Context: an optimization exercise on an open-source flow, tuned for small area. The choices shown serve that exercise and are no tape-out recipe. Where RTL was checked, it was by simulation tests only, not by an equivalence proof against the original. Only the layout flow was run in run 1; the RTL was not checked for function there. Power is estimated from default activity; no workload was simulated.

[design/flow/config.mk]
export PLATFORM = sky130hd
export DESIGN_NAME = riscvTop
export DESIGN_NICKNAME = riscvTop
export VERILOG_FILES = /design/flow/design.v
export SDC_FILE = /design/flow/constraint.sdc
export NUM_CORES = 4
export LEC_CHECK = 0
export CAP_MARGIN = 20
export CORE_MARGIN = 2
export CORE_UTILIZATION = 40
export CTS_BUF_LIST = sky130_fd_sc_hd__clkbuf_8
export SLEW_MARGIN = 20
[design/flow/constraint.sdc]
create_clock -name core_clock -period 7.0 [get_ports {CLK}]
set_input_delay 1.4000 -clock core_clock [delete_from_list [all_inputs] [get_ports {CLK}]]
set_output_delay 1.4000 -clock core_clock [all_outputs]
set_load 0.01 [all_outputs]
[design/flow/design.v]
`timescale 1ns/1ps
module riscvTop (
   input  logic        CLK,
   input  logic        RSTn,
   output logic        iMemCsn,
   output logic [11:0] iMemAddr,    
   input  logic [31:0] iMemData,
   output logic        dMemCsn,
   output logic [11:0] dMemAddr,    
   output logic [31:0] dMemDout,
   input  logic [31:0] dMemData,
   output logic        dMemWen,
   output logic        rfWe,
   output logic [4:0]  rfRa1,
   output logic [4:0]  rfRa2,
   output logic [4:0]  rfWa,
   input  logic [31:0] rfRd1,
   input  logic [31:0] rfRd2,
   output logic [31:0] rfWd,
   output logic        halt,
   output logic [31:0] numInst
);
   logic [9:0]  pc;       
   logic [3:0]  ph;
   logic [31:0] r;
   logic [3:1]  prev;    
   logic        carry, eq;
   wire [31:0] ins = iMemData;
   wire [2:0]  f3  = ins[14:12];
   wire isJal   = ins[3];
   wire isLui   = ins[2] & ~ins[3];
   wire isSys   = ins[6] & ins[4];
   wire isBr    = ins[6] & ~ins[4] & ~ins[2];
   wire isLoad  = ~ins[5] & ~ins[4];
   wire isStore = ~ins[6] & ins[5] & ~ins[4];
   wire isImm   = ~ins[5] & ins[4];
   wire isAlu   = ~ins[6] & ins[4] & ~ins[2];    
   wire isReg   = isAlu & ins[5];
   wire regWr   = isAlu | isLui | isJal | isLoad;
   wire aluOp   = isAlu & ~p2;
   wire isSll   = aluOp & (f3 == 3'b001);
   wire isSrl   = aluOp & (f3 == 3'b101);
   wire isSlt   = aluOp & (f3 == 3'b010);
   wire isLogic = aluOp & f3[2] & (f3[1] | ~f3[0]);    
   wire isSub   = ~p2 & ((isReg & (f3 == 3'b000) & ins[30]) | (isAlu & (f3 == 3'b010)) | isBr);
   wire p2    = ph[3] & ~ph[2];             
   wire prime = (ph == 4'd15);
   wire wr    = ph[3] & ph[2] & ~ph[1];     
   wire [2:0] dig = ph[2:0];
   wire [4:0] shamt = isImm ? ins[24:20] : rfRd2[4:0];
   wire       frac  = |shamt[1:0];
   logic [3:0] ri;
   logic [1:0] fs;
   always_comb begin
      fs = 2'd0;
      if (isSrl)      fs = -shamt[1:0];
      else if (isSll) fs = shamt[1:0];
   end
   wire [3:0] first = isSrl ? {1'b0, shamt[4:2]} : isSll ? {1'b1, ~shamt[4:2]} : 4'hf;
   wire       setup = (ph == 4'd14);
   wire       hold  = prime & isSrl & ~frac;
   always_ff @(posedge CLK) ri <= setup ? first : ri + {3'd0, ~hold};
   wire       usePc   = isJal | p2;
   wire       inRange = ~ri[3] & ~isLui & ~usePc;
   logic [3:0] pcDig;
   always_comb begin
      case (dig)
         3'd0: pcDig = {pc[1:0], {2{plus4}}};
         3'd1: pcDig = pc[5:2];
         3'd2: pcDig = pc[9:6];
         default: pcDig = 4'd0;
      endcase
   end
   wire [3:0] cur = inRange ? rfRd1[{ri[2:0], 2'b00} +: 4] : (usePc ? pcDig : 4'd0);
   logic [3:0] opA;
   always_comb begin
      case (fs)
         2'd0: opA = cur;
         2'd1: opA = {cur[2:0], prev[3]};
         2'd2: opA = {cur[1:0], prev[3:2]};
         default: opA = {cur[0], prev[3:1]};
      endcase
   end
   wire taken = isJal | (isBr & (eq ^ ins[12]));
   wire useS  = isStore | isBr;
   wire plus4 = ~p2 | ~taken;    
   logic [3:0] immIS;
   always_comb begin
      case (dig)
         3'd0: immIS = useS ? ins[10:7] : ins[23:20];
         3'd1: immIS = {ins[27:25], useS ? ins[11] : ins[24]};
         3'd2: immIS = {p2 ? (isJal ? ins[20] : ins[7]) : ins[31], ins[30:28]};
         default: immIS = {4{ins[31]}};
      endcase
   end
   wire [3:0] immU   = (dig < 3'd3) ? 4'd0 : ins[{dig, 2'b00} +: 4];
   wire [3:0] rs2Dig = rfRd2[{dig, 2'b00} +: 4];
   logic [3:0] opB;
   always_comb begin
      if (p2)                opB = taken ? immIS : 4'd0;
      else if (isReg | isBr) opB = rs2Dig;
      else if (isLui)        opB = immU;
      else if (isJal)        opB = 4'd0;
      else                   opB = immIS;
   end
   wire isShift = isSll | isSrl;
   wire [3:0] bx = (opB ^ {4{isSub}}) & {4{~isShift}};
   wire [3:0] p  = opA ^ bx;
   wire [3:0] g  = opA & bx;
   wire X = ~isSlt & ~(isLogic & f3[1] & f3[0]);
   wire A = ~isSlt & ~isLogic;
   wire O = isLogic & f3[1];
   logic [4:0] c;
   logic [3:0] out;
   always_comb begin
      c[0] = carry;
      for (int i = 0; i < 4; i++) begin
         out[i]   = ((p[i] & X) ^ (c[i] & A)) | (g[i] & O);
         c[i + 1] = g[i] | (p[i] & c[i]);
      end
   end
   wire lt  = ~c[4] ^ opA[3] ^ opB[3];
   wire p1dig = ~ph[3] & ~p2;
   always_ff @(posedge CLK) begin
      r     <= {out, r[31:4]};
      prev  <= cur[3:1];
      carry <= prime ? (isSub | isJal) : wr ? plus4 : (p1dig & dig == 3'd7) ? lt : c[4];
      eq    <= ((p1dig & (dig == 3'd0)) | eq) & (~p1dig | (out == 4'd0));
   end
   wire last = p2 & ph[1];                  
   always_ff @(posedge CLK) begin
      if (RSTn) begin
         ph   <= 4'd14;
         pc   <= 10'd0;
         halt <= 1'b0;
      end else begin
         case (ph)
            4'd7:    ph <= 4'd12;
            4'd12:   ph <= 4'd8;
            4'd10:   ph <= 4'd14;
            default: ph <= ph + 4'd1;
         endcase
         if (last && !isSys) pc <= {out, r[31:26]};
         if (wr && isSys) halt <= 1'b1;
      end
   end
   logic       cc, clr;
   wire        rot = p1dig & ~halt;
   wire [4:0]  inc = {1'b0, clr ? 4'd0 : numInst[3:0]} + {4'd0, (dig == 3'd0) | cc};
   always_ff @(posedge CLK) begin
      cc <= inc[4];
      if (rot) numInst <= {inc[3:0], numInst[31:4]};
      if (RSTn) clr <= 1'b1;
      else if (rot && dig == 3'd7) clr <= 1'b0;
   end
   assign iMemCsn  = 1'b0;
   assign iMemAddr = {pc, 2'b00};
   assign rfRa1    = ins[19:15];
   assign rfRa2    = ins[24:20];
   assign rfWa     = ins[11:7];
   assign rfWe     = wr & regWr & (ins[11:7] != 5'd0);
   assign rfWd     = isLoad ? dMemData : {r[31:1], r[0] | (isSlt & carry)};
   assign dMemCsn  = 1'b0;
   assign dMemWen  = ~(wr & isStore);
   assign dMemAddr = r[13:2];
   assign dMemDout = rfRd2;
endmodule
[design/flow/flow/run.sh]
#!/bin/bash
# Standard ORFS layout with two changes:
#  - ABC maps the combinational logic for area (flow/abc_area.script) instead
#    of ORFS's delay-oriented script; everything else in synthesis, including
#    the flip-flops and their names, is unchanged;
#  - the port buffers are the smallest buffer (buf_1); the resizer still
#    upsizes any that timing, slew or capacitance need.
set -euo pipefail
rm -rf scripts_local
cp -r "$FLOW_HOME/scripts" scripts_local
cp flow/abc_area.script scripts_local/abc_speed.script
export SCRIPTS_DIR="$PWD/scripts_local"
export BUFFER_PORTS_ARGS="-buffer_cell sky130_fd_sc_hd__buf_1"
export CTS_ARGS="-sink_clustering_enable -repair_clock_nets -buf_list sky130_fd_sc_hd__clkbuf_8 -dont_use_dummy_load"
bash standard.sh > standard_make.log 2>&1
[design/flow/flow/abc_area.script]
strash
&get -n
&st
&syn2
&synch2
&put
dch -f
amap
strash
dch -f
amap
topo
stime -c
[design/flow/standard.sh]
#!/bin/bash
# synth_recipe.tcl (not shown) runs the flow's synth.tcl, then flattens the netlist and writes it again
# the make line also repeats each setting of config.mk as NAME=value (left out here)
make -C /OpenROAD-flow-scripts/flow DESIGN_CONFIG=/design/flow/config.mk WORK_HOME=/design/flow/orfs CLKGATE_MAP_FILE= SYNTH_SCRIPT=/design/flow/synth_recipe.tcl "${@:-finish}"
==> results.txt, run 1 <==
- The largest fanout on the critical path is 6.
- The initial utilization of the core area, before any placement, comes to 0.408.
- The worst pin sits at a relative slew slack of 0.494.
- The worst register-to-register path has a depth of 25.
- Dividing total power by cell area gives a power density of 380 nW/µm².
- The area share of the largest cell type after synthesis is 0.237.
- The count of instances resized after the clock tree is built is 0.
- After floorplanning, the core was sized to cover 12000 µm².
- The final critical delay including setup and external delays is 5720 ps.
- The completed layout was analyzed and its total power is 2.20 mW.
- The flow ran to the end and the layout has no timing, DRC or antenna violations.
- In the final layout, the share of cells above drive strength 1 is 0.0253.
- A synthesized cell averages 9.22 µm².
- The number of antenna violations at the first check in global routing was 0.
- The cell that appears most often on the critical path is sky130_fd_sc_hd__nor2_1.
- The routed via count divided by cell count is 5.55.
- The worst setup path is captured at a flop.
- The launch point of the worst reg-to-reg path is ph[0].
- The achievable frequency is 0.175 GHz.
- 0 antenna diodes ended up in the layout.
- Routability-driven placement finished with a final weighted congestion of 0.913.
- Entering global routing, the biggest net connects 35 pins.
- The number of CTS-inserted buffers is 9.
- The critical path is of the input port to flop type.
- After detailed placement, the total cell area comes to 5680 µm².
- The worst-case hold path end point is r[16].
- The cell-internal power is 1.26 mW.
- The worst clock skew on the final layout is 19.6 ps.
- The area growth from synthesis to layout is 18.3%.
- The arrival time at the worst endpoint is 5950 ps.
- The final count of hold timing violations is 0.
- The number of rows created at floorplan is 40.
- Setup repair after global routing left no endpoint under its margin.
- The remaining global-route overflow is 0.
- Data on the critical path is required at its endpoint by 7230 ps.
- In this run, the number of DRC markers left after iteration 0 of detailed routing was 295.
- For this run, the total global-route usage over all layers was measured as 0.229.
- After routing the design area is 5800 µm².
- The wire length of the first global-routing pass is 23400 µm.
- The startpoint identified for the worst hold timing path is r[20].
- The most instantiated flip-flop cell in the synthesis netlist is sky130_fd_sc_hd__dfxtp_1.
- The largest individual stage delay along the critical path comes from the cell sky130_fd_sc_hd__o311ai_0.
- The total of buffers placed on input and output ports is 263.
- The detailed placer's ending HPWL is 12600 µm.
- Counting the fill cells in the layout gives 1211.
- The buffer depth of the longest clock path is 2.
- The post-CTS setup buffer count is 0.
- During I/O placement, the number of pins put on the boundary was 270.
- The net count of the finished layout is 898.
- The floorplan step defined a die boundary enclosing 13200 µm².
- In this run the clock root is driven by a sky130_fd_sc_hd__clkbuf_8.
- The count of warnings emitted by yosys is 1.
- The floorplan die height is 115 µm.
- The number of remaining DRC errors is 0.
- After synthesis, the netlist uses 38 different library cells.
- After synthesis the netlist holds a flip-flop and latch count of 90.
- The startpoint kind of the worst setup timing path is an input port.
- At the later pin of the worst-skew pair, clock insertion delay measures 360 ps.
- The fraction of power spent switching nets is 0.429.
- The cell depth of the worst hold path is 0.
- The proportion of register bits with asynchronous set or reset after synthesis is 0.
- The register-to-register path setup slack is 1900 ps.
- In this run, synthesis inferred 32 flip-flops with an integrated enable.
- The minimum hold slack is 345 ps.
- The first TritonRoute pass finished after 4 iterations.
- The max-capacitance violation count is 0.
- The worst IR drop on VDD is 116 µV.
- The power dissipated by switching net loads is 946 µW.
- The clock tree from TritonCTS is yes.
- The horizontal extent of the die is 115 µm.
- CTS built an H-tree with a depth of 3.
- The post-CTS clock slew at the launch and capture registers of the worst setup and hold paths is 70 ps.
- The synthesized instance count is 532.
- In the post-synthesis netlist, the biggest area contributors are sky130_fd_sc_hd__dfxtp_1 24%, sky130_fd_sc_hd__edfxtp_1 20%, sky130_fd_sc_hd__buf_4 9.6%.
- Across all layers, the routed design uses 4992 vias.
- The number of global-route vias before repair is 4562.
- Of the available clock period, the critical path in the final layout requires 0.818.
- The largest single stage delay on the critical path is 590 ps.
- The setup TNS is 0 ps.
- In this run the worst hold path is classified as flop to flop.
- For the pin with the worst max-slew slack, the measured transition is 754 ps.
- Dividing the detail-routed wire length by the instance count gives 17.3 µm.
- The cell area after technology mapping is 4900 µm².
- The number of hold buffers added after CTS was 0.
- The sequential cell fraction of total power is 0.409.
- The share of total power dissipated in combinational logic is 0.471.
- Setup violations remaining at the end of the flow were counted as 0.
- The aggregate routed wire length is 15600 µm.
- The cell accounting for the most synthesized area is sky130_fd_sc_hd__dfxtp_1.
- Of the total power, the clock network draws 0.120.
- The detail route stage leaves a number of antenna-violating nets equal to 0.
- The sequential element share of the synthesized area is 0.433.
- The end of the worst register-to-register path is eq.
- The leakage power summed over all cells is 1.97 nW.
- The clock net in this run drives a total of 90 sinks.
- The number of slew-limit violations in the final report is 0.
==> worst max path at each step <==
| stage | end | slack [ps] | cells past startpoint | from |
|---|---|---|---|---|
| 2_1_floorplan | rfWd[10] | 1660 | 3 | iMemData[4] |
| 3_3_place_gp | eq | 1020 | 25 | iMemData[6] |
| 3_5_place_dp | eq | 1010 | 25 | iMemData[6] |
| 4_1_cts | eq | 1380 | 25 | iMemData[6] |
| 5_1_grt | eq | 650 | 27 | iMemData[6] |
| 6_report | eq | 1280 | 26 | iMemData[6] |
==> synth_stat cells (all sizes together), types with 5 or more instances <==
library cell,n
buf,63
nor2,62
dfxtp,58
clkinv,47
o22ai,33
a22o,32
edfxtp,32
a21oi,24
a221oi,22
nand2,20
nor3,17
o21ai,16
ha,14
a22oi,12
o221ai,12
nand3,10
a31oi,8
a211oi,6
o22a,5
==> state kept, by name (all words and copies together) (netlist names), 3 cells and up <==
| signal | cells |
|---|---|
| prev | 3 |
| pc | 10 |
| r | 32 |
| ri | 4 |
| numInst | 32 |
| ph | 4 |
==> worst max-delay path, delay by kind of cell <==
family	cells	cell delay, ps
compound gates	11	2550
buf+inv	4	620
fa+ha+maj	1	250
simple gates	10	1120
==> metrics by stage <==
stage	util	std cells	setup slack (ps)
after global placement	0.473	890	1020
after floorplan	-	535	1660
after CTS	0.483	899	1380
after global routing	0.483	899	648
final	0.483	899	1280
after detailed placement	0.473	890	1010
==> cell type report <==
class                      count  area (µm²)  share of cell area
clock buffer                   9         124              0.0214
inverter                      47         176              0.0304
multi-input combinational    335        2150               0.370
sequential                    90        2120               0.366
tap                          147         184              0.0317
timing repair buffer         271        1050               0.181
==> cells in the final DEF, fill, tap and decap left out, types with 9 or more instances in the layout <==
master and count:
sky130_fd_sc_hd__a221oi_1 22, sky130_fd_sc_hd__clkbuf_8 9, sky130_fd_sc_hd__a22o_1 32, sky130_fd_sc_hd__ha_1 14, sky130_fd_sc_hd__o22ai_1 33, sky130_fd_sc_hd__a21oi_1 24
sky130_fd_sc_hd__o21ai_0 16, sky130_fd_sc_hd__clkinv_1 47, sky130_fd_sc_hd__edfxtp_1 32, sky130_fd_sc_hd__nor3_1 17, sky130_fd_sc_hd__o221ai_1 12, sky130_fd_sc_hd__buf_1 263
sky130_fd_sc_hd__dfxtp_1 58, sky130_fd_sc_hd__nand3_1 10, sky130_fd_sc_hd__a22oi_1 12, sky130_fd_sc_hd__nor2_1 60, sky130_fd_sc_hd__nand2_1 20
==> power by group through the flow <==
stage	clock network [mW]	registers, mW	logic (mW)
after CTS	0.276	0.903	1.04
final	0.265	0.902	1.04
after floorplan	0	0.929	0.685
after detailed placement	0	0.915	1.04
after global placement	0	0.904	1.03
after global routing	0.295	0.928	1.16
==> kinds of logic (layout without fill, tap and decap cells) <==
family | Yosys count | in the layout | synth area share
buffers and inverters | 110 | 327 | 0.132
other | 1 | 4 | 0.000765
AND/OR/NAND/NOR | 122 | 122 | 0.107
flip-flops | 90 | 90 | 0.433
AO/OA/AOI/OAI | 195 | 195 | 0.291
adder cells (fa/ha/maj) | 14 | 14 | 0.0357
==> per-layer routing <==
metal,vias up,track usage,part of all wire
met3,25,0.0318,0.061
met4,0,0.0851,0.025
met2,230,0.421,0.50
met5,-,0,0
li1,2437,-,-
met1,2300,0.270,0.42
==> run 2: changes to the inputs <==
--- a/design/flow/design.v
+++ b/design/flow/design.v
@@ -46,5 +46,5 @@
    wire p2    = ph[3] & ~ph[2];             
    wire prime = (ph == 4'd15);
-   wire wr    = ph[3] & ph[2] & ~ph[1];     
+   wire wr    = ph[3] & ~ph[1] & ~ph[0];    
    wire [2:0] dig = ph[2:0];
    wire [4:0] shamt = isImm ? ins[24:20] : rfRd2[4:0];
@@ -66,5 +66,5 @@
    always_comb begin
       case (dig)
-         3'd0: pcDig = {pc[1:0], {2{plus4}}};
+         3'd0: pcDig = {pc[1:0], 2'b00};
          3'd1: pcDig = pc[5:2];
          3'd2: pcDig = pc[9:6];
@@ -84,5 +84,4 @@
    wire taken = isJal | (isBr & (eq ^ ins[12]));
    wire useS  = isStore | isBr;
-   wire plus4 = ~p2 | ~taken;    
    logic [3:0] immIS;
    always_comb begin
@@ -94,12 +93,13 @@
       endcase
    end
+   wire [3:0] four   = {1'b0, dig == 3'd0, 2'b00};
    wire [3:0] immU   = (dig < 3'd3) ? 4'd0 : ins[{dig, 2'b00} +: 4];
    wire [3:0] rs2Dig = rfRd2[{dig, 2'b00} +: 4];
    logic [3:0] opB;
    always_comb begin
-      if (p2)                opB = taken ? immIS : 4'd0;
+      if (p2)                opB = taken ? immIS : four;
       else if (isReg | isBr) opB = rs2Dig;
       else if (isLui)        opB = immU;
-      else if (isJal)        opB = 4'd0;
+      else if (isJal)        opB = four;
       else                   opB = immIS;
    end
@@ -121,10 +121,11 @@
    end
    wire lt  = ~c[4] ^ opA[3] ^ opB[3];
-   wire p1dig = ~ph[3] & ~p2;
+   wire p1dig = ~ph[3];
+   wire last1 = p1dig & (dig == 3'd7);    
    always_ff @(posedge CLK) begin
       r     <= {out, r[31:4]};
       prev  <= cur[3:1];
-      carry <= prime ? (isSub | isJal) : wr ? plus4 : (p1dig & dig == 3'd7) ? lt : c[4];
-      eq    <= ((p1dig & (dig == 3'd0)) | eq) & (~p1dig | (out == 4'd0));
+      carry <= prime ? isSub : c[4] & ~last1;
+      eq    <= (last1 & isSlt) ? lt : ((p1dig & (dig == 3'd0)) | eq) & (~p1dig | (out == 4'd0));
    end
    wire last = p2 & ph[1];                  
@@ -136,6 +137,4 @@
       end else begin
          case (ph)
-            4'd7:    ph <= 4'd12;
-            4'd12:   ph <= 4'd8;
             4'd10:   ph <= 4'd14;
             default: ph <= ph + 4'd1;
@@ -160,5 +159,5 @@
    assign rfWa     = ins[11:7];
    assign rfWe     = wr & regWr & (ins[11:7] != 5'd0);
-   assign rfWd     = isLoad ? dMemData : {r[31:1], r[0] | (isSlt & carry)};
+   assign rfWd     = isLoad ? dMemData : {r[31:1], r[0] | (isAlu & (f3 == 3'b010) & eq)};
    assign dMemCsn  = 1'b0;
    assign dMemWen  = ~(wr & isStore);
==> results.txt, run 2 <==
- The largest fanout on the critical path is 6.
- The worst setup path is captured at a flop.
- Timing analysis after detailed placement gives a worst setup slack of 1100 ps.
- The leakage power summed over all cells is 1.97 nW.
- The synthesized area divided by synthesized cell count is 9.32 µm².
- Summed over all nets, wire length on met3 after detailed routing comes to 1080 µm.
- The number of antenna violations at the first check in global routing was 0.
- The run finished with no timing, DRC or antenna violations.
- The number of enable flip-flop cells after synthesis is 32.
- The initial core utilization is 0.408.
- The number of cells on the worst reg-to-reg path is 25.
- The largest stage delay on the critical path is 340 ps.
- The met2 wire length is 7340 µm.
- In the layout the commonest cells are 263 x sky130_fd_sc_hd__buf_1, 58 x sky130_fd_sc_hd__dfxtp_1, 52 x sky130_fd_sc_hd__nor2_1.
- The floorplan die height is 114 µm.
- The horizontal extent of the die is 114 µm.
- After synthesis, the largest family of logic cells by area is compound AO/OA/AOI/OAI gates.
- Once detailed placement completed, the half-perimeter wirelength came to 11900 µm.
- The clock reaches the later pin of the worst-skew pair after 350 ps.
- For this design the ratio of total power to cell area is 323 nW/µm².
- The final count of hold timing violations is 0.
- The number of global-route vias before repair is 4392.
- Counting the buffers created by CTS gives 9.
- The minimum hold slack is 348 ps.
- The end of the worst register-to-register path is eq.
- Clock-pin slew was measured on the worst setup and hold paths at 90 ps.
- Setup total negative slack on the finished layout was measured at 0 ps.
- The number of non-filler instances in the completed layout is 891.
- The highest layer touched by signal routing is met4.
- The tightest slew margin relative to the limit is 0.436.
- The arrival time at the worst endpoint is 5860 ps.
- Setup repair after global routing left no endpoint under its margin.
- The violation count after the first detailed-routing iteration is 304.
- The pre-antenna-repair detailed-routing pass consisted of 4 iterations.
- The synthesized-area fraction occupied by xor and xnor cells is 0.
- For this run, the number of Yosys warnings is 1.
- The worst-case hold path end point is r[10].
- The most instantiated flip-flop cell in the synthesis netlist is sky130_fd_sc_hd__dfxtp_1.
- The startpoint kind of the worst setup timing path is an input port.
- The number of clock sinks seen by CTS is 90.
- In this run the critical register-to-register path is launched from ph[2].
- The clock arrives with 34.1 ps of skew.
- The number of slew-limit violations in the final report was 0.
- The count of instances resized after the clock tree is built is 0.
- The clock period could shrink to 5610 ps.
- The number of antenna diodes in the final layout is 0.
- The largest registers in the layout are numInst (32), r (32), pc (10).
- The cell area after technology mapping is 4880 µm².
- The aggregate routed wire length is 15000 µm.
- The slew at the pin with the worst max-slew slack is 839 ps.
- In the post-route analysis, the smallest setup slack over all paths is 1390 ps.
- The tree is rooted in a sky130_fd_sc_hd__clkbuf_8.
- The final route contains 4942 vias.
- The total of buffers placed on input and output ports is 263.
- The slowest cell on the critical path is sky130_fd_sc_hd__nor2_1.
- The remaining global-route overflow is 0.
- The biggest area contributor in the post-synthesis netlist is sky130_fd_sc_hd__dfxtp_1.
- The portion of synthesized area spent on multiplexers is 0.
- Counting flops and latches in the post-synthesis netlist gives 90.
- In the post-synthesis netlist, the cell with the most instances is sky130_fd_sc_hd__buf_4.
- The cell depth of the worst hold path is 0.
- The type of the tightest min-delay check is flop to flop.
- The number of nets at the end of the flow is 890.
- The area fraction in compound gates after synthesis is 0.295.
- For flop-to-flop paths, the worst setup slack is 1740 ps.
- The final weighted congestion in routability-driven placement is 0.891.
- The remaining antenna violation count is 0.
- The number of different library cells used by synthesis comes to 38.
- In the final routing, the length of wire on met1 measures 6370 µm.
- After clock tree synthesis, the setup repair step added 0 buffers.
- The most numerous cell type found on the critical path is sky130_fd_sc_hd__nor2_1.
- Synthesis produced 524 cells.
- For this run, the register share of the synthesized area comes to 0.435.
- The most common cell after layout, fill and taps aside is sky130_fd_sc_hd__buf_1.
- The arithmetic-cell share of the synthesized area counting full adders, half adders and majority gates is 0.0359.
- For this run, the top clock speed supported by timing is 0.178 GHz.
- Ranked by instance count, the synthesized netlist is headed by 63 x sky130_fd_sc_hd__buf_4, 58 x sky130_fd_sc_hd__dfxtp_1, 54 x sky130_fd_sc_hd__nor2_1.
- The final critical-path share of the clock period is 0.802.
- In this run the most critical hold path is launched from r[14].
- The longest clock path from root to sink contains 2 buffers.
- Once placement completed, the tool counted placed cells totaling 882.
- In the final routed layout, each cell accounts on average for 16.8 µm.
- Using the TritonRoute via totals, the vias-per-cell ratio works out to 5.55.
- The first global-routing pass estimated 22500 µm of wire.
- The H-tree was split into 3 levels.
- The clock tree from TritonCTS is yes.
- Across every metal layer, demand over resource in global routing totals 0.220.
- The floorplan step defined a die boundary enclosing 13100 µm².
- The final-report setup violation count is 0.
- The hold-fix buffer count after cts is 0.
- The area growth from synthesis to layout is 18.4%.
- The floorplan step defined a core boundary enclosing 12000 µm².
- Across the run, the number of max-cap violations was 0.
- The type of the setup path with the least slack is input port to flop.
- VDD sags by at most 154 µV.
- After detailed routing, the number of remaining DRC violations is 0.
- The number of rows created at floorplan is 40.
- The pin count of the biggest net entering global routing is 35.
- The area fraction in and, or, nand and nor cells after synthesis is 0.104.
- The share of synthesized area in the top cell type comes to 0.238.
- The endpoint required time on the critical path is 7250 ps.
- The number of fill cells is 1210.
- The share of layout cells above drive strength 1 is 0.0255.
- Sorting the synthesized cells by area gives the leading types as sky130_fd_sc_hd__dfxtp_1 24%, sky130_fd_sc_hd__edfxtp_1 20%, sky130_fd_sc_hd__buf_4 9.7%.
- For this run, asynchronously set or reset flops after synthesis account for 0.
- The top-level I/O count is 270.
==> run 2: worst max path at each step <==
stage	startpoint	to	slack, ps	cells past startpoint
2_1_floorplan	iMemData[4]	rfWd[10]	1670	3
3_5_place_dp	iMemData[4]	eq	1100	27
5_1_grt	iMemData[4]	eq	750	27
3_3_place_gp	iMemData[4]	eq	1170	27
6_report	iMemData[4]	eq	1390	26
4_1_cts	iMemData[4]	eq	1460	26
==> run 2: area by class of cell <==
| cell class | count | area [µm²] | area share |
|---|---|---|---|
| multi-input combinational | 331 | 2140 | 0.371 |
| sequential | 90 | 2120 | 0.367 |
| timing repair buffer | 271 | 1050 | 0.181 |
| tap | 147 | 184 | 0.0318 |
| inverter | 43 | 161 | 0.0279 |
| clock buffer | 9 | 124 | 0.0214 |
==> run 2: critical path, delay by kind of cell <==
| kind | cells | cell delay [ps] |
|---|---|---|
| compound gates | 11 | 2020 |
| fa+ha+maj | 1 | 280 |
| buf+inv | 3 | 600 |
| simple gates | 11 | 1550 |
==> run 2: power by group <==
group	internal (mW)	total [mW]	switching (mW)
clock	0.115	0.273	0.158
sequential	0.708	0.840	0.132
combinational	0.300	0.757	0.457
total	1.12	1.87	0.746
==> run 2: stage by stage <==
step	total power, mW	cell area [µm²]	utilization
floorplan	1.37	4890	-
global placement	1.59	5660	0.473
detailed placement	1.61	5660	0.473
CTS	1.89	5780	0.483
global route	2.01	5780	0.483
finish	1.87	5780	0.483
==> run 2: cell families after synthesis <==
family / Yosys count
AND/OR/NAND/NOR: 115
AO/OA/AOI/OAI: 198
buffers and inverters: 106
other: 1
adder cells (fa/ha/maj): 14
flip-flops: 90
==> run 2: per-layer routing <==
layer / up-vias / global-route usage
met3: 15 / 0.0450
met4: 0 / 0.0642
met1: 2288 / 0.273
met5: - / 0
li1: 2410 / -
met2: 229 / 0.386
==> run 3: changes to the inputs <==
==> design/flow/flow/run.sh (replaced) <==
#!/bin/bash
# Standard ORFS layout with two changes:
#  - ABC maps the combinational logic for area (flow/abc_area.script) instead
#    of ORFS's delay-oriented script, and adders are left to ABC too instead
#    of being mapped to the library's half and full adders (no
#    ADDER_MAP_FILE); everything else in synthesis, including the flip-flops
#    and their names, is unchanged;
#  - the port buffers are the smallest buffer (buf_1); the resizer still
#    upsizes any that timing, slew or capacitance need.
set -euo pipefail
rm -rf scripts_local
cp -r "$FLOW_HOME/scripts" scripts_local
cp flow/abc_area.script scripts_local/abc_speed.script
export SCRIPTS_DIR="$PWD/scripts_local"
export ADDER_MAP_FILE=
export BUFFER_PORTS_ARGS="-buffer_cell sky130_fd_sc_hd__buf_1"
export CTS_ARGS="-sink_clustering_enable -repair_clock_nets -buf_list sky130_fd_sc_hd__clkbuf_8 -dont_use_dummy_load"
bash standard.sh > standard_make.log 2>&1
==> results.txt, run 3 <==
- The final critical-path share of the clock period is 0.876.
- The sequential element share of the synthesized area is 0.443.
- The routed via count divided by cell count is 5.52.
- At the end of routability-driven placement, the weighted congestion stood at 0.865.
- STA puts the critical path data required time at 7260 ps.
- The startpoint kind of the worst setup timing path is an input port.
- The top-level I/O count is 270.
- The top cell types in the final layout, fill and taps aside, are 263 x sky130_fd_sc_hd__buf_1, 73 x sky130_fd_sc_hd__nor2_1, 58 x sky130_fd_sc_hd__dfxtp_1.
- For this run, the detailed router's first-pass iteration total came to 5.
- The arrival time at the worst endpoint is 6390 ps.
- The critical path's top delay family is compound AO/OA/AOI/OAI gates.
- The number of nets at the end of the flow is 891.
- The number of global-route vias before repair is 4507.
- The total global routing track utilization is 0.228.
- The die covers 12900 µm².
- The final-report setup violation count is 0.
- The proportion of register bits with asynchronous set or reset after synthesis is 0.
- The number of antenna violations at the first check in global routing is 1.
- For this run, the number of Yosys warnings is 1.
- The count of instances resized after the clock tree is built is 0.
- In this run the power density over the cells is 266 nW/µm².
- The worst pin sits at a relative slew slack of 0.429.
- Yosys attributes the largest share of cell area to sky130_fd_sc_hd__dfxtp_1 24%, sky130_fd_sc_hd__edfxtp_1 20%, sky130_fd_sc_hd__buf_4 9.9%.
- The number of inserted diodes is 0.
- The largest registers in the layout are numInst (32), r (32), pc (10).
- The flop and latch count out of synthesis is 90.
- In this run the number of H-tree levels came out at 3.
- The most frequently used cell type in the post-synthesis netlist is sky130_fd_sc_hd__nor2_1.
- Across all layers, the routed design uses 4980 vias.
- Entering global routing, the biggest net connects 34 pins.
- The first global-routing pass estimated 23200 µm of wire.
- The largest stage delay on the critical path is 660 ps.
- The most used flip-flop cell after synthesis is sky130_fd_sc_hd__dfxtp_1.
- The worst-case IR drop observed on VDD is 115 µV.
- Walking the worst path, the cells encountered are buf_1, clkinv_1, nor2_1, clkinv_1, o22ai_1, clkinv_1, a311oi_1, clkinv_1, a22oi_1, o22a_1, nor3_1, o21ai_0, clkinv_1, o21ai_0, clkinv_1, a21oi_1, nor3_1, o311ai_0, o21ai_0, nor4_1, nor2_1, o31ai_1.
- The number of slew-limit violations in the final report is 0.
- The total area inside the core boundary comes to 11600 µm².
- The leakage power summed over all cells is 1.88 nW.
- The run finished with no timing, DRC or antenna violations.
- The slowest stage of the critical path is the sky130_fd_sc_hd__a311oi_1 cell.
- The setup TNS is 0 ps.
- The min-delay analysis places its worst path in the category flop to flop.
- The most common cell after layout, fill and taps aside is sky130_fd_sc_hd__buf_1.
- The remaining global-route overflow is 0.
- The final worst slack is 866 ps.
- Detailed placement ended at an HPWL of 11800 µm.
- The worst clock skew on the final layout is 23.5 ps.
- After the first detailed-routing iteration, the DRC count stood at 416.
- The number of remaining DRC errors is 0.
- The synthesized area divided by synthesized cell count is 8.83 µm².
- The most frequent cell on the critical path is sky130_fd_sc_hd__clkinv_1.
- In the synthesized netlist, the cells that appear most often are 75 x sky130_fd_sc_hd__nor2_1, 63 x sky130_fd_sc_hd__buf_4, 58 x sky130_fd_sc_hd__dfxtp_1.
- The cell area after technology mapping is 4790 µm².
- The cell accounting for the most synthesized area is sky130_fd_sc_hd__dfxtp_1.
- The area share of the largest cell type after synthesis is 0.242.
- The number of clock sinks seen by CTS is 90.
- Buffers added to address setup during post-CTS repair amount to 0.
- The worst setup timing slack at the placement stage is 503 ps.
- The buffer depth of the longest clock path is 2.
- The number of enable flip-flop cells after synthesis is 32.
- In this run, distinct cell masters in the synthesized netlist total 37.
- The final count of hold timing violations was 0.
- The multi-input combinational cells in the finished layout cover a total of 2020 µm².
- The routed design has 14800 µm of wire.
- The largest fanout on the critical path is 6.
- Counting both buffers and inverters, the worst setup path holds a total of 7.
- The final critical delay including setup and external delays is 6130 ps.
- The final routed wire length divided by cell count is 16.4 µm.
- The register-to-register path setup slack is 1550 ps.
- The clock tree root driver cell is sky130_fd_sc_hd__clkbuf_8.
- The kind of end point of the critical path is a flop.
- Setup repair after global routing left no endpoint under its margin.
- The type of the setup path with the least slack is input port to flop.
- The total of buffers placed on input and output ports is 263.
- The number of rows created at floorplan is 39.
- The number of CTS-inserted buffers is 9.
- From synthesis to final layout, the design area changed by 18.2%.
- TritonCTS built the clock tree.
- The later pin in the worst-skew pair is clocked with a latency of 360 ps.
- After clock tree synthesis, the clock-pin slew on the worst setup and hold paths is 90 ps.
- For this design, the CTS-stage hold fixing added 0 buffers.
- The horizontal extent of the die is 113 µm.
- The remaining antenna violation count is 0.
- The initial utilization of the core area, before any placement, comes to 0.414.
- The slew at the pin with the worst max-slew slack is 852 ps.
- For this run, the top clock speed supported by timing is 0.163 GHz.
- Across the run, the number of max-cap violations was 0.
- Of the cells placed in the final design, the portion with a size suffix greater than 1 is 0.0211.
- The floorplan die height is 113 µm.
- The synthesized instance count is 542.
- The sequential cells in the finished layout cover a total of 2120 µm².
- The number of fill cells is 1151.
-- run 3: cell count changes in the layout (fill, tap and decap cells not counted), moves of 5 or more --
cell,change
sky130_fd_sc_hd__clkinv_1,+7
sky130_fd_sc_hd__nand2_1,+7
sky130_fd_sc_hd__nor3_1,-5
sky130_fd_sc_hd__or2_0,-5
sky130_fd_sc_hd__a22oi_1,-12
sky130_fd_sc_hd__nor2_1,+21
sky130_fd_sc_hd__o21ai_0,+15
sky130_fd_sc_hd__a221oi_1,-14
sky130_fd_sc_hd__ha_1,-14
-- run 3: routing by layer --
layer  global-route usage  wire [µm]  share of wire  vias to the layer above
met3               0.0441       1100          0.074                       17
met5                    0         13        0.00088                        -
met2                0.392       7170           0.48                      253
li1                     -          -              -                     2441
met4               0.0642        176          0.012                        2
met1                0.293       6360           0.43                     2267
-- run 3: layout make-up --
type / instances / area share
flip-flops and latches: 90 / 0.375
multi-input cells: 342 / 0.357
repair buffers: 268 / 0.181
inverters: 50 / 0.0332
well taps: 143 / 0.0316
clock buffers: 9 / 0.0219
-- run 3: worst paths after layout --
path / startpoint / to / cells after the start
worst max-delay path: iMemData[4] / eq / 22
worst min-delay path: r[16] / r[12] / 0
worst max register to register: ph[2] / eq / 22
worst min register to register: r[16] / r[12] / 0
-- run 3: cells by family (layout without fill, tap and decap cells) --
| group | Yosys count | after routing | synth area share |
|---|---|---|---|
| DFF | 90 | 90 | 0.443 |
| buffers and inverters | 113 | 327 | 0.138 |
| other | 1 | 4 | 0.000783 |
| and+or+nand+nor | 136 | 136 | 0.119 |
| AOI/OAI and AO/OA | 202 | 202 | 0.299 |
-- run 3: power by group --
| group | total, mW | leakage (nW) | internal, mW | switching [mW] |
|---|---|---|---|---|
| logic | 0.502 | 1.04 | 0.195 | 0.307 |
| clock network | 0.273 | 0.0647 | 0.115 | 0.158 |
| registers | 0.730 | 0.777 | 0.647 | 0.0832 |
-- run 3: worst register-to-register path, delay by kind of cell, from the launching register on --
kind	cells	cell delay, ps
buf+inv	6	1050
simple gates	7	1110
flops	1	650
compound gates	9	2540
-- run 3: metrics by stage --
stage	std cells	utilization	cell area (µm²)	total power, mW	hold slack [ps]
2_1_floorplan	545	-	4800	1.09	332
3_3_place_gp	893	0.479	5540	1.24	336
3_5_place_dp	893	0.479	5540	1.24	340
4_1_cts	902	0.489	5660	1.52	354
5_1_grt	902	0.489	5660	1.61	355
6_report	902	0.489	5660	1.50	350
==> run 4: changes to the inputs <==
==> design/flow/flow/run.sh (replaced) <==
#!/bin/bash
# The standard ORFS layout (standard.sh), with these changes:
#  - synthesis: ABC maps the combinational logic for area
#    (flow/abc_area.script, in place of ORFS's delay-oriented abc_speed.script)
#    and adders are left to ABC as well instead of being mapped to the
#    library's half and full adders (ADDER_MAP_FILE empty). Everything else in
#    synthesis, including the flip-flops, their cell types and their names, is
#    ORFS's own;
#  - placement: the port buffers are the smallest buffer (buf_1) instead of
#    the cell buffer_ports picks; the resizer still upsizes any that timing,
#    slew or capacitance need;
#  - clock tree: clkbuf_8 buffers and no dummy loads.
# ORFS's logs are under orfs/logs/; make's own output is in standard_make.log.
set -euo pipefail
rm -rf scripts_local
cp -r "$FLOW_HOME/scripts" scripts_local
cp flow/abc_area.script scripts_local/abc_speed.script
export SCRIPTS_DIR="$PWD/scripts_local"
export ADDER_MAP_FILE=
export BUFFER_PORTS_ARGS="-buffer_cell sky130_fd_sc_hd__buf_1"
export CTS_ARGS="-sink_clustering_enable -repair_clock_nets -buf_list sky130_fd_sc_hd__clkbuf_8 -dont_use_dummy_load"
bash standard.sh > standard_make.log 2>&1
--- a/design/flow/config.mk
+++ b/design/flow/config.mk
@@ -10,3 +10,4 @@
 export CORE_UTILIZATION = 40
 export CTS_BUF_LIST = sky130_fd_sc_hd__clkbuf_8
+export GPL_TIMING_DRIVEN = 0
 export SLEW_MARGIN = 20
==> results.txt, run 4 <==
- The run finished with no timing, DRC or antenna violations.
- The sequential element share of the synthesized area is 0.443.
- The cell accounting for the most synthesized area is sky130_fd_sc_hd__dfxtp_1.
- The top cell types in the final layout, fill and taps aside, are 263 x sky130_fd_sc_hd__buf_1, 73 x sky130_fd_sc_hd__nor2_1, 63 x sky130_fd_sc_hd__buf_4.
- The slew at the pin with the worst max-slew slack is 902 ps.
- The number of nets at the end of the flow is 950.
- The post-CTS clock slew at the launch and capture registers of the worst setup and hold paths is 90 ps.
- Measured on the finished design, the core utilization comes to 0.531.
- In this run the number of H-tree levels came out at 3.
- In this run, synthesis inferred 32 flip-flops with an integrated enable.
- The worst pin sits at a relative slew slack of 0.395.
- Setup repair after global routing left no endpoint under its margin.
- The number of non-filler instances in the completed layout is 961.
- The number of remaining DRC errors is 0.
- The clock tree root driver cell is sky130_fd_sc_hd__clkbuf_8.
- The proportion of register bits with asynchronous set or reset after synthesis is 0.
- The area growth from synthesis to layout is 28.3%.
- In the synthesized netlist the dominant register cell turns out to be sky130_fd_sc_hd__dfxtp_1.
- The final count of hold timing violations was 0.
- The routed layout has 5141 vias.
- Sorting the synthesized cells by area gives the leading types as sky130_fd_sc_hd__dfxtp_1 24%, sky130_fd_sc_hd__edfxtp_1 20%, sky130_fd_sc_hd__buf_4 9.9%.
- The min-delay analysis places its worst path in the category flop to flop.
- The largest registers in the layout are numInst (32), r (32), pc (10).
- Clock latency on the worst-skew pair, taken at its later pin, is 350 ps.
- The initial utilization of the core area, before any placement, comes to 0.414.
- The count of unique library cells instantiated by Yosys is 37.
- The number of antenna violations at the first check in global routing is 1.
- The clock arrives with 18.1 ps of skew.
- Of the total power, the clock network draws 0.176.
- Entering global routing, the biggest net connects 34 pins.
- The final critical-path share of the clock period is 0.897.
- The final critical delay including setup and external delays is 6280 ps.
- The cell area after technology mapping is 4790 µm².
- Across the run, the number of max-cap violations was 0.
- In the final layout, the share of cells above drive strength 1 is 0.0941.
- Setup violations remaining at the end of the flow were counted as 0.
- The number of CTS-inserted buffers is 9.
- Across every metal layer, demand over resource in global routing totals 0.237.
- The floorplan die area is 12900 µm².
- Once the clock tree was built, the resizer swapped 0 gates to a different size.
- The setup TNS is 0 ps.
- The sequential cell fraction of total power is 0.467.
- The achievable frequency is 0.159 GHz.
- 0 antenna diodes ended up in the layout.
- Synthesis inferred 90 register bits.
- TritonCTS built the clock tree.
- The power per standard cell area is 255 nW/µm².
- Across all hold checks on the routed design, the worst slack comes to 336 ps.
- In the final routing, the length of wire on met1 measures 6680 µm.
- The fraction of power spent switching nets is 0.360.
- The floorplan step set the die width to 113 µm.
- The share of total power dissipated in combinational logic is 0.357.
- The number of placed instances, taps included, is 952.
- After detailed routing, the average wire length per cell comes to 16.4 µm.
- The top-level I/O count is 270.
- The number of slew-limit violations in the final report is 0.
- The final weighted congestion in routability-driven placement is 0.870.
- The type of the setup path with the least slack is input port to flop.
- The hold-fix buffer count after cts is 0.
- By count the netlist is led by 75 x sky130_fd_sc_hd__nor2_1, 63 x sky130_fd_sc_hd__buf_4, 58 x sky130_fd_sc_hd__dfxtp_1.
- In this run the mean area of a mapped cell was 8.83 µm².
- In the routed layout, each cell is associated on average with a via count of 5.35.
- The internal power of the cells totals 1.00 mW.
- The worst IR drop on VDD is 128 µV.
- The number of clock sinks seen by CTS is 90.
- The worst setup path is captured at a flop.
- The sum of met3 wire segment lengths after detailed routing is 1070 µm.
- The first detailed-routing pass took 5 iterations.
- The most frequently used cell type in the post-synthesis netlist is sky130_fd_sc_hd__nor2_1.
- The total of buffers placed on input and output ports is 263.
- The wire length of the first global-routing pass is 24100 µm.
- The core region is 11600 µm².
- The floorplan has 39 rows.
- The floorplan die height is 113 µm.
- The number of global-route vias before repair came to 4815.
- The detailed placer's ending HPWL is 12700 µm.
- The worst setup path is launched from an input port.
- At the worst endpoint, the required time is 7250 ps.
- The longest clock path from root to sink contains 2 buffers.
- The number of cells on the worst reg-to-reg path is 21.
- Overall power consumption after layout is estimated at 1.57 mW.
- The power dissipated by switching net loads is 564 µW.
- The area share of the largest cell type after synthesis is 0.242.
- After detailed routing, no signal wire sits above met5.
- For the worst setup path, the data arrival time is 6540 ps.
- The post-CTS setup buffer count is 0.
- The most common cell after layout, fill and taps aside is sky130_fd_sc_hd__buf_1.
- The synthesized instance count is 542.
- After global routing the overflow that remains totals 0.
- Along the worst path, the maximum fanout reaches 7.
- The met2 wire length is 7790 µm.
- The aggregate routed wire length is 15700 µm.
- The count of warnings emitted by yosys is 1.
- The count of nets left with antenna violations once routing finished came out at 0.
- The cell depth of the worst hold path is 0.
- For this block, the initial DRC count from the detailed router was 274.
- In this run the static leakage power is 2.17 nW.
## run 4: layout make-up
| cell class | instances | area [µm²] |
|---|---|---|
| buffer | 63 | 473 |
| inverter | 50 | 188 |
| sequential | 90 | 2120 |
| multi-input combinational | 342 | 2040 |
| timing repair buffer | 264 | 1010 |
| clock buffer | 9 | 124 |
| fill | 1176 | 5420 |
| tap | 143 | 179 |
## run 4: worst max-delay path, stage by stage
cell                       delay, ps
sky130_fd_sc_hd__buf_1           190
sky130_fd_sc_hd__clkinv_1        230
sky130_fd_sc_hd__nor2_1          320
sky130_fd_sc_hd__nand3_1         230
sky130_fd_sc_hd__nor3_2          470
sky130_fd_sc_hd__clkinv_1        240
sky130_fd_sc_hd__a311oi_2        460
sky130_fd_sc_hd__clkinv_1        260
sky130_fd_sc_hd__a22oi_1         210
sky130_fd_sc_hd__o22a_1          190
sky130_fd_sc_hd__nor3_1           80
sky130_fd_sc_hd__o21ai_0         300
sky130_fd_sc_hd__clkinv_1        110
sky130_fd_sc_hd__o21ai_0         340
sky130_fd_sc_hd__clkinv_1        140
sky130_fd_sc_hd__a21oi_1         210
sky130_fd_sc_hd__nor3_1          110
sky130_fd_sc_hd__o311ai_0        280
sky130_fd_sc_hd__o21ai_0         220
sky130_fd_sc_hd__nor4_1          240
sky130_fd_sc_hd__nor2_1           70
sky130_fd_sc_hd__o31ai_1         240
## run 4: power groups by stage
stage / clock, mW / combinational [mW] / sequential, mW
after floorplan: 0 / 0.369 / 0.723
after global placement: 0 / 0.552 / 0.741
after detailed placement: 0 / 0.560 / 0.744
after CTS: 0.286 / 0.562 / 0.732
after global routing: 0.303 / 0.621 / 0.746
final: 0.275 / 0.559 / 0.732
## run 4: worst paths after layout
| path | slack (ps) | from | end |
|---|---|---|---|
| worst max register to register | 1400 | ph[2] | eq |
| worst min-delay path | 340 | r[15] | r[11] |
| worst max-delay path | 720 | iMemData[4] | eq |
| worst min register to register | 340 | r[15] | r[11] |
## run 4: cell families after synthesis
group                  share of synthesized area
AO/OA/AOI/OAI                              0.299
AND/OR/NAND/NOR                            0.119
buffers and inverters                      0.138
flip-flops                                 0.443
other                                   0.000783
## run 4: metal layers
layer | vias up | track usage
met4 | 2 | 0.0724
met2 | 234 | 0.423
met1 | 2338 | 0.294
met3 | 17 | 0.0377
li1 | 2550 | -
met5 | - | 0
## run 4: metrics by stage
stage / area [µm²] / setup WS (ps)
detailed placement: 6010 / -194
floorplan: 4800 / 1400
global placement: 5970 / 89.3
global route: 6140 / 39.7
CTS: 6130 / 147
finish: 6140 / 718
==> run 5: changes to the inputs <==
--- a/design/flow/config.mk
+++ b/design/flow/config.mk
@@ -8,6 +8,5 @@
 export CAP_MARGIN = 20
 export CORE_MARGIN = 2
-export CORE_UTILIZATION = 40
+export CORE_UTILIZATION = 55
 export CTS_BUF_LIST = sky130_fd_sc_hd__clkbuf_8
-export GPL_TIMING_DRIVEN = 0
 export SLEW_MARGIN = 20
==> results.txt, run 5 <==
- The number of remaining DRC errors is 0.
- The post-CTS setup buffer count is 0.
- The final worst slack is 928 ps.
- The arrival time at the worst endpoint is 6310 ps.
- The number of slew-limit violations in the final report is 0.
- Synthesis produced a netlist whose cell count is 542.
- For this run, the number of Yosys warnings is 1.
- The worst setup path is launched from an input port.
- The start point of the worst hold path is r[18].
- Dividing the detail-routed wire length by the instance count gives 16.4 µm.
- The final count of hold timing violations is 0.
- Global routing finished with a remaining overflow of 0.
- A synthesized cell averages 8.83 µm².
- The count of unique library cells instantiated by Yosys is 37.
- The run finished with no timing, DRC or antenna violations.
- The flop and latch count out of synthesis is 90.
- In the final layout, the registers with the most flip-flops are numInst (32), r (32), pc (10).
- Port buffering added 263 buffers.
- The commonest cells after synthesis are 75 x sky130_fd_sc_hd__nor2_1, 63 x sky130_fd_sc_hd__buf_4, 58 x sky130_fd_sc_hd__dfxtp_1.
- In the global route stage, overall resource usage came out at 0.291.
- The area growth from synthesis to layout is 17.3%.
- The tool flagged a number of max-cap violations equal to 0.
- By area the synthesized netlist is led by sky130_fd_sc_hd__dfxtp_1 24%, sky130_fd_sc_hd__edfxtp_1 20%, sky130_fd_sc_hd__buf_4 9.9%.
- The leakage power summed over all cells is 1.88 nW.
- The cell area after technology mapping is 4790 µm².
- Setup repair after global routing left no endpoint under its margin.
- The most instantiated flip-flop cell in the synthesis netlist is sky130_fd_sc_hd__dfxtp_1.
- The worst setup timing slack at the placement stage is 713 ps.
- In this run, CTS created clock tree buffers numbering 9.
- Once detailed placement completed, the half-perimeter wirelength came to 10900 µm.
- Across the routed clock network, the largest skew measured is 33.0 ps.
- The clock passes through at most 2 buffers.
- The horizontal extent of the die is 97.3 µm.
- The final critical-path share of the clock period is 0.867.
- CTS saw 90 sinks.
- The number of global-route vias before repair is 4546.
- The floorplan step defined a die boundary enclosing 9470 µm².
- TritonCTS built the clock tree.
- The synthesized design contains 32 enable-type register cells.
- The clock tree synthesis step divided the H-tree into 3 levels.
- The endpoint required time on the critical path is 7240 ps.
- Across all register-to-register paths, the minimum setup slack is 1520 ps.
- The worst path needs 6070 ps of the cycle, external delays included.
- The worst IR drop on VDD is 154 µV.
- STA classifies the critical path endpoint as a flop.
- The pin count of the biggest net entering global routing is 34.
- The core region is 8590 µm².
- The share of the Yosys chip area taken by registers is 0.443.
- The type of the tightest min-delay check is flop to flop.
- Of the cells placed in the final design, the portion with a size suffix greater than 1 is 0.0211.
- The number of nets at the end of the flow is 891.
- Gates resized during post-CTS repair numbered 0.
- The power per standard cell area is 268 nW/µm².
- The achievable frequency is 0.165 GHz.
- The aggregate routed wire length is 14200 µm.
- The setup TNS is 0 ps.
- The met3 track demand over resource is 0.0612.
- Yosys instantiated no cell more often than sky130_fd_sc_hd__nor2_1.
- The tightest slew margin relative to the limit is 0.431.
- In the global route stage, met2 resource usage came out at 0.501.
- At the pin with the least slew margin, the transition time is 848 ps.
- The remaining antenna violation count is 0.
- The floorplan die height is 97.3 µm.
- The initial core utilization is 0.557.
- Of all nets on the critical path, the largest fanout is 7.
- The post-CTS clock slew at the launch and capture registers of the worst setup and hold paths is 110 ps.
- In the layout the commonest cells are 263 x sky130_fd_sc_hd__buf_1, 73 x sky130_fd_sc_hd__nor2_1, 58 x sky130_fd_sc_hd__dfxtp_1.
- The cell sitting at the root of the clock tree is a sky130_fd_sc_hd__clkbuf_8.
- The number of inserted diodes is 0.
- The global routing stage identified its most utilized layer as met2.
- The number of rows created at floorplan is 34.
- The routed layout has 5055 vias.
- The routed via count divided by cell count is 5.83.
- The first global-routing pass estimated 22300 µm of wire.
- The cell accounting for the most synthesized area is sky130_fd_sc_hd__dfxtp_1.
- The violation count after the first detailed-routing iteration is 404.
- For this run, the share of the core covered by cells in the final layout is 0.653.
- The final-report setup violation count is 0.
- The later pin in the worst-skew pair is clocked with a latency of 360 ps.
- The launch point of the worst reg-to-reg path is ph[2].
- The type of the setup path with the least slack is input port to flop.
- The proportion of register bits with asynchronous set or reset after synthesis is 0.
- The number of iterations in the first detailed-routing pass is 5.
- For met1 alone, demand over resource in global routing was 0.364.
- The final weighted congestion in routability-driven placement is 0.926.
- The critical path starts at iMemData[4].
- Of the post-synthesis cell area, the dominant cell type holds 0.242.
- The number of antenna violations at the first check in global routing is 0.
- The number of hold buffers added after CTS was 0.
- During I/O placement, the number of pins put on the boundary was 270.
- The most common cell after layout, fill and taps aside is sky130_fd_sc_hd__buf_1.
==> run 5: cells by family (layout without fill, tap and decap cells) <==
family	after synthesis	count (layout)	share of synthesized area
buf+inv	113	327	0.138
compound gates	202	202	0.299
other cells	1	4	0.000783
flops	90	90	0.443
simple gates	136	136	0.119
==> run 5: worst max-delay path, stage by stage <==
cell and delay [ps]:
sky130_fd_sc_hd__buf_1 170, sky130_fd_sc_hd__clkinv_1 190, sky130_fd_sc_hd__nor2_1 270, sky130_fd_sc_hd__nand3_1 220
sky130_fd_sc_hd__nor3_1 220, sky130_fd_sc_hd__buf_4 170, sky130_fd_sc_hd__clkinv_1 90, sky130_fd_sc_hd__a311oi_1 610
sky130_fd_sc_hd__clkinv_1 310, sky130_fd_sc_hd__o22ai_1 250, sky130_fd_sc_hd__o22a_1 190, sky130_fd_sc_hd__nor3_1 80
sky130_fd_sc_hd__o21ai_0 260, sky130_fd_sc_hd__clkinv_1 90, sky130_fd_sc_hd__o21ai_0 300, sky130_fd_sc_hd__clkinv_1 140
sky130_fd_sc_hd__a21oi_1 220, sky130_fd_sc_hd__nor3_1 110, sky130_fd_sc_hd__o311ai_0 270, sky130_fd_sc_hd__o21ai_0 190
sky130_fd_sc_hd__nor4_1 230, sky130_fd_sc_hd__nor2_1 70, sky130_fd_sc_hd__o31ai_1 270
==> run 5: power by group <==
group	internal (mW)	total [mW]	switching [mW]	leakage [nW]
clock network	0.116	0.275	0.160	0.0647
logic	0.195	0.501	0.306	1.04
registers	0.647	0.728	0.0811	0.777
total	0.957	1.50	0.547	1.88
==> run 5: area by class of cell <==
class / instances / area [µm²]
Clock buffer: 9 / 124
Fill cell: 779 / 2980
Inverter: 50 / 188
Multi-Input combinational cell: 342 / 2020
Sequential cell: 90 / 2120
Tap cell: 108 / 135
Timing Repair Buffer: 268 / 1020
==> run 5: through the flow <==
| stage | power, mW | instances | area (µm²) | hold slack (ps) |
|---|---|---|---|---|
| 6_report | 1.50 | 867 | 5620 | 327 |
| 5_1_grt | 1.60 | 867 | 5620 | 334 |
| 3_5_place_dp | 1.24 | 858 | 5490 | 337 |
| 2_1_floorplan | 1.09 | 545 | 4800 | 332 |
| 4_1_cts | 1.51 | 867 | 5620 | 328 |
| 3_3_place_gp | 1.23 | 858 | 5490 | 343 |
==> run 5: final timing paths <==
path	end	depth (start not counted)
worst max-delay path	eq	23
worst min register to register	r[14]	0
worst max register to register	eq	22
worst min-delay path	r[14]	0
==> run 5: metal layers <==
metal / share of wire / vias to the layer above
li1: - / 2443
met1: 0.40 / 2302
met2: 0.49 / 286
met3: 0.090 / 24
met4: 0.023 / 0
met5: 0 / -
==> run 6: changes to the inputs <==
--- a/design/flow/config.mk
+++ b/design/flow/config.mk
@@ -8,5 +8,5 @@
 export CAP_MARGIN = 20
 export CORE_MARGIN = 2
-export CORE_UTILIZATION = 55
+export CORE_UTILIZATION = 30
 export CTS_BUF_LIST = sky130_fd_sc_hd__clkbuf_8
 export SLEW_MARGIN = 20
==> results.txt, run 6 <==
- The run finished with no timing, DRC or antenna violations.
- For this run, the number of Yosys warnings is 1.
- Routability-driven placement finished with a final weighted congestion of 0.875.
- Walking the worst path, the cells encountered are buf_1, clkinv_1, nor2_1, clkinv_1, o22ai_1, clkinv_1, a311oi_1, clkinv_1, a22oi_1, o22a_1, nor3_1, o21ai_0, clkinv_1, o21ai_0, clkinv_1, a21oi_1, nor3_1, o311ai_0, o21ai_0, nor4_1, nor2_1, o31ai_1.
- The total vias in the final route is 4962.
- The number of antenna violations at the first check in global routing came to 0.
- The area fraction in compound gates after synthesis is 0.299.
- At the pin with the least slew margin, the transition time is 879 ps.
- The power per standard cell area is 262 nW/µm².
- The type of the setup path with the least slack is input port to flop.
- The worst clock skew on the final layout is 28.6 ps.
- Of all nets on the critical path, the largest fanout is 6.
- Post-CTS timing repair inserted 0 buffers for setup.
- The area fraction in and, or, nand and nor cells after synthesis is 0.119.
- The share of synthesized area in the top cell type comes to 0.242.
- The biggest area contributor in the post-synthesis netlist is sky130_fd_sc_hd__dfxtp_1.
- The worst pin sits at a relative slew slack of 0.411.
- In this run the clock root is driven by a sky130_fd_sc_hd__clkbuf_8.
- The final critical delay including setup and external delays is 6150 ps.
- For the final routed database, the setup TNS stands at 0 ps.
- The synthesized area divided by synthesized cell count is 8.83 µm².
- The fraction of power spent switching nets is 0.365.
- For this design the total switching power over the nets is 549 µW.
- VDD sags by at most 114 µV.
- After floorplanning, the core was divided into 46 placement rows.
- The filler cells instantiated in the layout total 1679.
- The max-capacitance violation count is 0.
- The worst setup timing slack at the placement stage is 564 ps.
- The post-CTS clock slew at the launch and capture registers of the worst setup and hold paths is 80 ps.
- The largest individual stage delay along the critical path comes from the cell sky130_fd_sc_hd__a311oi_1.
- The share of layout cells above drive strength 1 is 0.0211.
- The total global routing track utilization is 0.172.
- The routed via count divided by cell count is 5.09.
- The remaining global-route overflow is 0.
- The number of enable flip-flop cells after synthesis is 32.
- Ranked by instance count, the synthesized netlist is headed by 75 x sky130_fd_sc_hd__nor2_1, 63 x sky130_fd_sc_hd__buf_4, 58 x sky130_fd_sc_hd__dfxtp_1.
- The floorplan die area is 17000 µm².
- The share of total power dissipated in sequential elements is 0.484.
- The number of iterations in the first detailed-routing pass is 6.
- The share of total power dissipated in the clock network is 0.182.
- The largest registers in the layout are numInst (32), r (32), pc (10).
- The area growth from synthesis to layout is 20.1%.
- The final count of hold timing violations is 0.
- Of the total synthesized cell area, the portion taken by XOR and XNOR cells is 0.
- For this configuration, the core starts out at a cell density of 0.305.
- Leaving out fill and tap cells, the most frequent cell in the layout is sky130_fd_sc_hd__buf_1.
- The number of CTS-inserted buffers is 9.
- The proportion of register bits with asynchronous set or reset after synthesis is 0.
- The floorplan step set the die width to 130 µm.
- The most instantiated flip-flop cell in the synthesis netlist is sky130_fd_sc_hd__dfxtp_1.
- After synthesis, the netlist uses 37 different library cells.
- For this block, the routed nets add up to 15200 µm of wire.
- The internal portion of the total power is 957 µW.
- The die is 130 µm tall.
- The number of clock sinks seen by CTS is 90.
- The kind of end point of the critical path is a flop.
- The combinational share of power is 0.334.
- The clock tree from TritonCTS is yes.
- The number of slew-limit violations in the final report came to 0.
- In this run the static leakage power is 1.88 nW.
- The H-tree depth is 3.
- The number of global-route vias before repair is 4355.
- 270 I/O pins were placed.
- The largest stage delay on the critical path is 640 ps.
- The cell area after technology mapping is 4790 µm².
- The type of the tightest min-delay check is flop to flop.
- Dividing the final minimum period by the clock period gives 0.879.
- By area the synthesized netlist is led by sky130_fd_sc_hd__dfxtp_1 24%, sky130_fd_sc_hd__edfxtp_1 20%, sky130_fd_sc_hd__buf_4 9.9%.
- Post-CTS repair changed the size of 0 cells.
- In the post-route analysis, the smallest setup slack over all paths is 850 ps.
- Based on the critical path, the design can be clocked at up to 0.163 GHz.
- The remaining antenna violation count is 0.
- The portion of synthesized area spent on multiplexers is 0.
- The most common cell in the synthesized netlist is sky130_fd_sc_hd__nor2_1.
- The violation count after the first detailed-routing iteration is 280.
- The number of nets at the end of the flow is 891.
- Hold repair after CTS inserted 0 buffers.
- Counting along the longest clock path gives a buffer depth of 2.
- The number of antenna diodes in the final layout is 0.
- Setup violations remaining at the end of the flow were counted as 0.
- At the later pin of the worst-skew pair, clock insertion delay measures 360 ps.
- The core region is 15700 µm².
- The startpoint kind of the worst setup timing path is an input port.
- The main combinational cell family by area after synthesis is compound AO/OA/AOI/OAI gates.
- Entering global routing, the biggest net connects 34 pins.
- Setup repair after global routing left no endpoint under its margin.
- The wire length of the first global-routing pass is 22600 µm.
- The detailed placer's ending HPWL is 11900 µm.
- Leaving out fill and tap cells, the most frequent cells in the layout are 263 x sky130_fd_sc_hd__buf_1, 73 x sky130_fd_sc_hd__nor2_1, 58 x sky130_fd_sc_hd__dfxtp_1.
- The arithmetic-cell share of the synthesized area counting full adders, half adders and majority gates is 0.
- Data arrives at the worst endpoint at 6420 ps.
- After synthesis the netlist holds a flip-flop and latch count of 90.
- Counting every instance in the synthesized netlist gives 542.
- The sequential element share of the synthesized area is 0.443.
- The endpoint required time on the critical path is 7270 ps.
- In the routed design, unresolved DRC markers number 0.
- Dividing the detail-routed wire length by the instance count gives 15.6 µm.
- The most frequent cell on the critical path is sky130_fd_sc_hd__clkinv_1.
- The total of buffers placed on input and output ports is 263.
-- run 6: cell counts after synthesis --
No cell type changed its count.
-- run 6: through the flow --
stage	utilization	total power [mW]	std cells	instance area, µm²	hold slack [ps]
4_1_cts	0.366	1.53	975	5750	339
3_5_place_dp	0.358	1.25	966	5630	337
2_1_floorplan	-	1.09	545	4800	332
5_1_grt	0.366	1.62	975	5750	344
6_report	0.366	1.51	975	5750	341
3_3_place_gp	0.358	1.24	966	5630	337
-- run 6: power by group through the flow --
stage                     logic (mW)  registers [mW]  clock network [mW]
after detailed placement       0.503           0.742                   0
after CTS                      0.504           0.731               0.291
after global placement         0.500           0.741                   0
after floorplan                0.369           0.723                   0
after global routing           0.568           0.746               0.311
final                          0.503           0.729               0.273
-- run 6: layout make-up --
| cell class | instances | area [µm²] | share of cell area |
|---|---|---|---|
| clock buffer | 9 | 124 | 0.0215 |
| inverter | 50 | 188 | 0.0326 |
| multi-input combinational | 342 | 2020 | 0.352 |
| sequential | 90 | 2120 | 0.369 |
| tap | 216 | 270 | 0.0470 |
| timing repair buffer | 268 | 1020 | 0.178 |
-- run 6: kinds of logic (layout without fill, tap and decap cells) --
family,count (synthesis),count (layout)
buffers and inverters,113,327
DFF,90,90
and+or+nand+nor,136,136
other,1,4
AOI/OAI and AO/OA,202,202
-- run 6: path summary, 6_finish.rpt --
check | startpoint | to | slack, ps | cells past startpoint
worst max-delay path | iMemData[4] | eq | 850 | 22
worst min-delay path | r[15] | r[11] | 340 | 0
worst max register to register | ph[2] | eq | 1420 | 22
worst min register to register | r[15] | r[11] | 340 | 0
-- run 6: critical path: cells and delay by family --
kind	cells	cell delay (ps)
buffers and inverters	7	1260
AOI/OAI and AO/OA	10	2830
and+or+nand+nor	5	920
-- run 6: layer usage --
metal  part of all wire  track usage  up-vias  wire [µm]
met5                  0            0        -          0
met4              0.014       0.0476        0        216
met3              0.096       0.0492       18       1460
met2               0.46        0.290      266       6950
met1               0.43        0.215     2236       6540
li1                   -            -     2442          -
==> run 7: changes to the inputs <==
--- a/design/flow/config.mk
+++ b/design/flow/config.mk
@@ -8,5 +8,5 @@
 export CAP_MARGIN = 20
 export CORE_MARGIN = 2
-export CORE_UTILIZATION = 30
+export CORE_UTILIZATION = 40
 export CTS_BUF_LIST = sky130_fd_sc_hd__clkbuf_8
 export SLEW_MARGIN = 20
==> results.txt, run 7 <==
- The final routed wire length divided by cell count is 16.4 µm.
- The horizontal extent of the die is 113 µm.
- Clock skew on the completed layout was measured at 23.5 ps.
- The number of global-route vias before repair is 4507.
- The flow ran to the end and the layout has no timing, DRC or antenna violations.
- The aggregate routed wire length is 14800 µm.
- The count of cells in the finished layout, fillers not included, comes to 902.
- For the worst-skew pair, the clock arrives at the later sink with an insertion delay of 360 ps.
- In the synthesized netlist, the cells that appear most often are 75 x sky130_fd_sc_hd__nor2_1, 63 x sky130_fd_sc_hd__buf_4, 58 x sky130_fd_sc_hd__dfxtp_1.
- The clock tree root driver cell is sky130_fd_sc_hd__clkbuf_8.
- Of all cell types, the one taking the most synthesized area is sky130_fd_sc_hd__dfxtp_1.
- The most critical setup path has its startpoint at iMemData[4].
- For this run, the total global-route usage over all layers was measured as 0.228.
- Yosys mapped the design onto 37 distinct sky130hd cell types.
- The total vias in the final route is 4980.
- The critical path endpoint is eq.
- The number of antenna violations at the first check in global routing is 1.
- Once placement completed, the tool counted placed cells totaling 893.
- The library cells used most frequently in the layout, excluding fill and tap cells, are 263 x sky130_fd_sc_hd__buf_1, 73 x sky130_fd_sc_hd__nor2_1, 58 x sky130_fd_sc_hd__dfxtp_1.
- The slew at the pin with the worst max-slew slack is 852 ps.
- The start point of the worst hold path is r[16].
- For this configuration, the core starts out at a cell density of 0.414.
- The worst-case IR drop observed on VDD is 115 µV.
- The worst register-to-register path has a setup slack of 1550 ps.
- TritonCTS built the clock tree.
- In the final design database the tool counted 891 nets.
- No sink is reached through more buffers than the 2 on the longest clock path.
- Entering global routing, the biggest net connects 34 pins.
- Setup repair after global routing left no endpoint under its margin.
- The number of cells on the worst reg-to-reg path is 22.
- The largest registers in the layout are numInst (32), r (32), pc (10).
- The share of the Yosys chip area taken by registers is 0.443.
- The share of layout cells above drive strength 1 is 0.0211.
- The number of fill cells is 1151.
- The power per standard cell area is 266 nW/µm².
- The area growth from synthesis to layout is 18.2%.
- The worst register-to-register path ends at eq.
- The number of rows created at floorplan is 39.
- The remaining global-route overflow is 0.
- The endpoint required time on the critical path is 7260 ps.
- The violation count after the first detailed-routing iteration is 416.
- The floorplan die area is 12900 µm².
- Of the available clock period, the critical path in the final layout requires 0.876.
- Data arrives at the worst endpoint at 6390 ps.
- The tightest slew margin relative to the limit is 0.429.
- Averaged over all synthesized cells, the footprint is 8.83 µm².
- Once detail routing completed, the nets flagged for antenna violations numbered 0.
- In the final timing run, aggregate negative setup slack is 0 ps.
- In this run, post-CTS repair resized a total of 0 instances.
[run 7: cell counts in the layout (fill, tap and decap cells not counted)]
Identical to the previous run, type by type.
[run 7: cell families after synthesis]
group                  Yosys count  synth area share
AOI/OAI and AO/OA              202             0.299
buffers and inverters          113             0.138
and+or+nand+nor                136             0.119
DFF                             90             0.443
other                            1          0.000783
[run 7: report_power, final]
part           switching [mW]  internal, mW  leakage [nW]  total, mW
Sequential             0.0832         0.647         0.777      0.730
Combinational           0.307         0.195          1.04      0.502
Clock                   0.158         0.115        0.0647      0.273
[run 7: layout make-up]
cell class                 instances  area [µm²]  area share
clock buffer                       9         124      0.0219
inverter                          50         188      0.0332
multi-input combinational        342        2020       0.357
sequential                        90        2120       0.375
tap                              143         179      0.0316
timing repair buffer             268        1020       0.181
[run 7: metal layers]
metal / GRT usage / share of wire
met5: 0 / 0.00088
met4: 0.0642 / 0.012
met3: 0.0441 / 0.074
met2: 0.392 / 0.48
met1: 0.293 / 0.43
[run 7: how the worst min path moves through the flow]
stage / slack [ps] / to / cells past startpoint
floorplan: 330 / r[10] / 0
global route: 350 / r[12] / 0
detailed placement: 340 / r[17] / 0
finish: 350 / r[12] / 0
global placement: 340 / r[17] / 0
CTS: 350 / r[12] / 0
[run 7: critical path, cell delays in order]
cell and delay (ps):
sky130_fd_sc_hd__buf_1 140, sky130_fd_sc_hd__clkinv_1 180, sky130_fd_sc_hd__nor2_1 400, sky130_fd_sc_hd__clkinv_1 270, sky130_fd_sc_hd__o22ai_1 260, sky130_fd_sc_hd__clkinv_1 150, sky130_fd_sc_hd__a311oi_1 660, sky130_fd_sc_hd__clkinv_1 330
sky130_fd_sc_hd__a22oi_1 250, sky130_fd_sc_hd__o22a_1 180, sky130_fd_sc_hd__nor3_1 70, sky130_fd_sc_hd__o21ai_0 250, sky130_fd_sc_hd__clkinv_1 90, sky130_fd_sc_hd__o21ai_0 300, sky130_fd_sc_hd__clkinv_1 150, sky130_fd_sc_hd__a21oi_1 220
sky130_fd_sc_hd__nor3_1 100, sky130_fd_sc_hd__o311ai_0 270, sky130_fd_sc_hd__o21ai_0 200, sky130_fd_sc_hd__nor4_1 220, sky130_fd_sc_hd__nor2_1 70, sky130_fd_sc_hd__o31ai_1 230
[run 7: metrics by stage]
stage / instance area, µm² / setup slack (ps) / hold slack (ps)
finish: 5660 / 866 / 350
global route: 5660 / 197 / 355
CTS: 5660 / 885 / 354
detailed placement: 5540 / 503 / 340
global placement: 5540 / 786 / 336
floorplan: 4800 / 1400 / 332
